What follows belongs to an exercise in optimizing a design on an open flow for small area, a short achievable clock period and few clock cycles per item; a production flow would make more cautious choices.
Power is estimated from default activity; no workload was simulated.

## radix_digit_converter_unit
module radix_digit_converter_unit (
   input  wire logic        clock,
   input  wire logic        reset,
   input  wire logic        req_tvalid,
   output logic             req_tready,
   input  wire logic [31:0] req_tdata,    
   output logic             rsp_tvalid,
   input  wire logic        rsp_tready,
   output logic [7:0]       rsp_tdata,    
   output logic             rsp_tlast,    
   input  wire logic        csr_wr_en,
   input  wire logic [4:0]  csr_wr_data   
);
Size: ~200 flip-flops, about 53 I/O pins, roughly 0.018 mm^2 of cells after synthesis.
Settings: LEC_CHECK=0, ABC_CLOCK_PERIOD_IN_PS=3000, CAP_MARGIN=70, CORE_MARGIN=2, CORE_UTILIZATION=40, SLEW_MARGIN=70; clock period 12.0 ns.
run.sh (not shown) runs the stock make flow with config.mk's settings and CLKGATE_MAP_FILE= SYNTH_SCRIPT=/design/flow/synth_recipe.tcl, a recipe that flattens the netlist after the stock synthesis.
Rerun with:
--- a/flow/config.mk
+++ b/flow/config.mk
@@ -8 +7,0 @@
-export ABC_CLOCK_PERIOD_IN_PS = 3000
=>
- The changed run produced a clean layout
- design area does not change
- maximum frequency stays the same
- critical path depth does not change
- die area does not change
- via count is unchanged
Function was not checked in any run of this note: the RTL went through the layout flow alone.


Setup of build 69:
Another version of the RTL of radix_digit_converter_unit (not shown whole).
For scale: ~2400 cells after synthesis, about 210 flip-flops, ~53 I/O pins.
==> flow/config.mk <==
export PLATFORM = sky130hd
export DESIGN_NAME = radix_digit_converter_unit
export DESIGN_NICKNAME = radix_digit_converter_unit
export VERILOG_FILES = /design/flow/design.v
export SDC_FILE = /design/flow/constraint.sdc
export NUM_CORES = 4
export LEC_CHECK = 0
export ABC_AREA = 1
export CAP_MARGIN = 20
export CORE_MARGIN = 2
export CORE_UTILIZATION = 40
export CTS_BUF_LIST = sky130_fd_sc_hd__clkbuf_8
export SLEW_MARGIN = 20
==> flow/constraint.sdc <==
create_clock -name core_clock -period 12.0 [get_ports {clock}]
set_input_delay 2.4000 -clock core_clock [delete_from_list [all_inputs] [get_ports {clock}]]
set_output_delay 2.4000 -clock core_clock [all_outputs]
set_load 0.01 [all_outputs]
standard.sh (not shown) runs the stock make flow with config.mk's settings and CLKGATE_MAP_FILE= SYNTH_SCRIPT=/design/flow/synth_recipe.tcl, a recipe that flattens the netlist after the stock synthesis.
==> flow/flow/run.sh <==
#!/bin/bash
# Standard layout, with timing repair aiming well below the clock period
# (repair_timing treats any path with less than SETUP_SLACK_MARGIN ns of slack
# as failing) and a clock tree built without dummy loads.
set -euo pipefail
bash standard.sh synth > synth.log 2>&1
bash standard.sh SETUP_SLACK_MARGIN=8.5 \
   "CTS_ARGS=-sink_clustering_enable -repair_clock_nets -dont_use_dummy_load" \
   finish > layout.log 2>&1
#### Input delta (build 18 over build 69)
Settings: ABC_AREA no longer set, was 1; CTS_BUF_LIST no longer set, was sky130_fd_sc_hd__clkbuf_8.
==> flow/flow/run.sh <==
#!/bin/bash
# Standard layout, with timing repair aiming well below the clock period:
# repair_timing treats any path with less than SETUP_SLACK_MARGIN ns of slack as failing.
set -euo pipefail
bash standard.sh synth > synth.log 2>&1
bash standard.sh SETUP_SLACK_MARGIN=8.5 finish > layout.log 2>&1
--- outcome ---
Count of non-filler cells in the finished layout went down by a little under 10% going from build 69 to build 18. Build 69 has lower number of distinct library cells after synthesis than build 18. On wire length: build 18 sits above build 69. Of build 69 and build 18, the run reporting the lower switching share of power was build 18.
#### Input delta (build 2 over build 18)
Settings: ABC_AREA now 1, previously not set.
diff --git a/flow/flow/run.sh b/flow/flow/run.sh
--- a/flow/flow/run.sh
+++ b/flow/flow/run.sh
@@ -6 +6 @@
-bash standard.sh SETUP_SLACK_MARGIN=8.5 finish > layout.log 2>&1
+bash standard.sh SETUP_SLACK_MARGIN=8.3 finish > layout.log 2>&1
==> summary.txt <==
Between build 18 and build 2, the flow reports floorplan row count decreasing by a few percent. Wire length on met1, build 2 vs build 18: down by a few percent. Fmax | build 2 vs build 18 | build 2 slower. Taking build 18 as the reference point, the met2 capacity usage during global routing of build 2 falls by 0.24 points. Build 2 vs build 18: synthesized cell count up in build 2.
No functional check of the RTL was part of any run of this note.

## static timing again, ports no longer ideal
No port has a modelled driver above. Below, the same layouts with a new extraction and two added sets of constraints. Step 1 (the two cells are an assumption about what drives the block):
set clk [get_ports {clock}]
set_driving_cell -lib_cell sky130_fd_sc_hd__clkbuf_16 $clk
set_driving_cell -lib_cell sky130_fd_sc_hd__buf_2 [delete_from_list [all_inputs] $clk]
Step 2 moves the port delays by t, midway between the first and last clock arrival at a register: inputs arrive t later, outputs are due t later. That takes back most of the time a late clock gives input paths. a / b / c = ideal / step 1 / step 2; a / b = the first two.
| run | t, ns | setup WS [ns] | cell pins on the clock port's net |
|---|---|---|---|
| the first run of note 1 | 0.512 | 6.924 / 6.924 / 6.924 | 1 |
| the second run of note 1 | 0.512 | 6.924 / 6.924 / 6.924 | 1 |
| build 69 | 0.595 | 8.549 / 8.496 / 8.004 | 1 |
| build 18 | 0.603 | 8.419 / 8.419 / 7.959 | 1 |
| build 2 | 0.607 | 8.394 / 8.338 / 7.913 | 1 |
After both steps setup and hold are still met in every run listed. The setup slack of build 69, which loses most, moves by -0.053 ns with the drivers and by -0.545 ns with both steps.
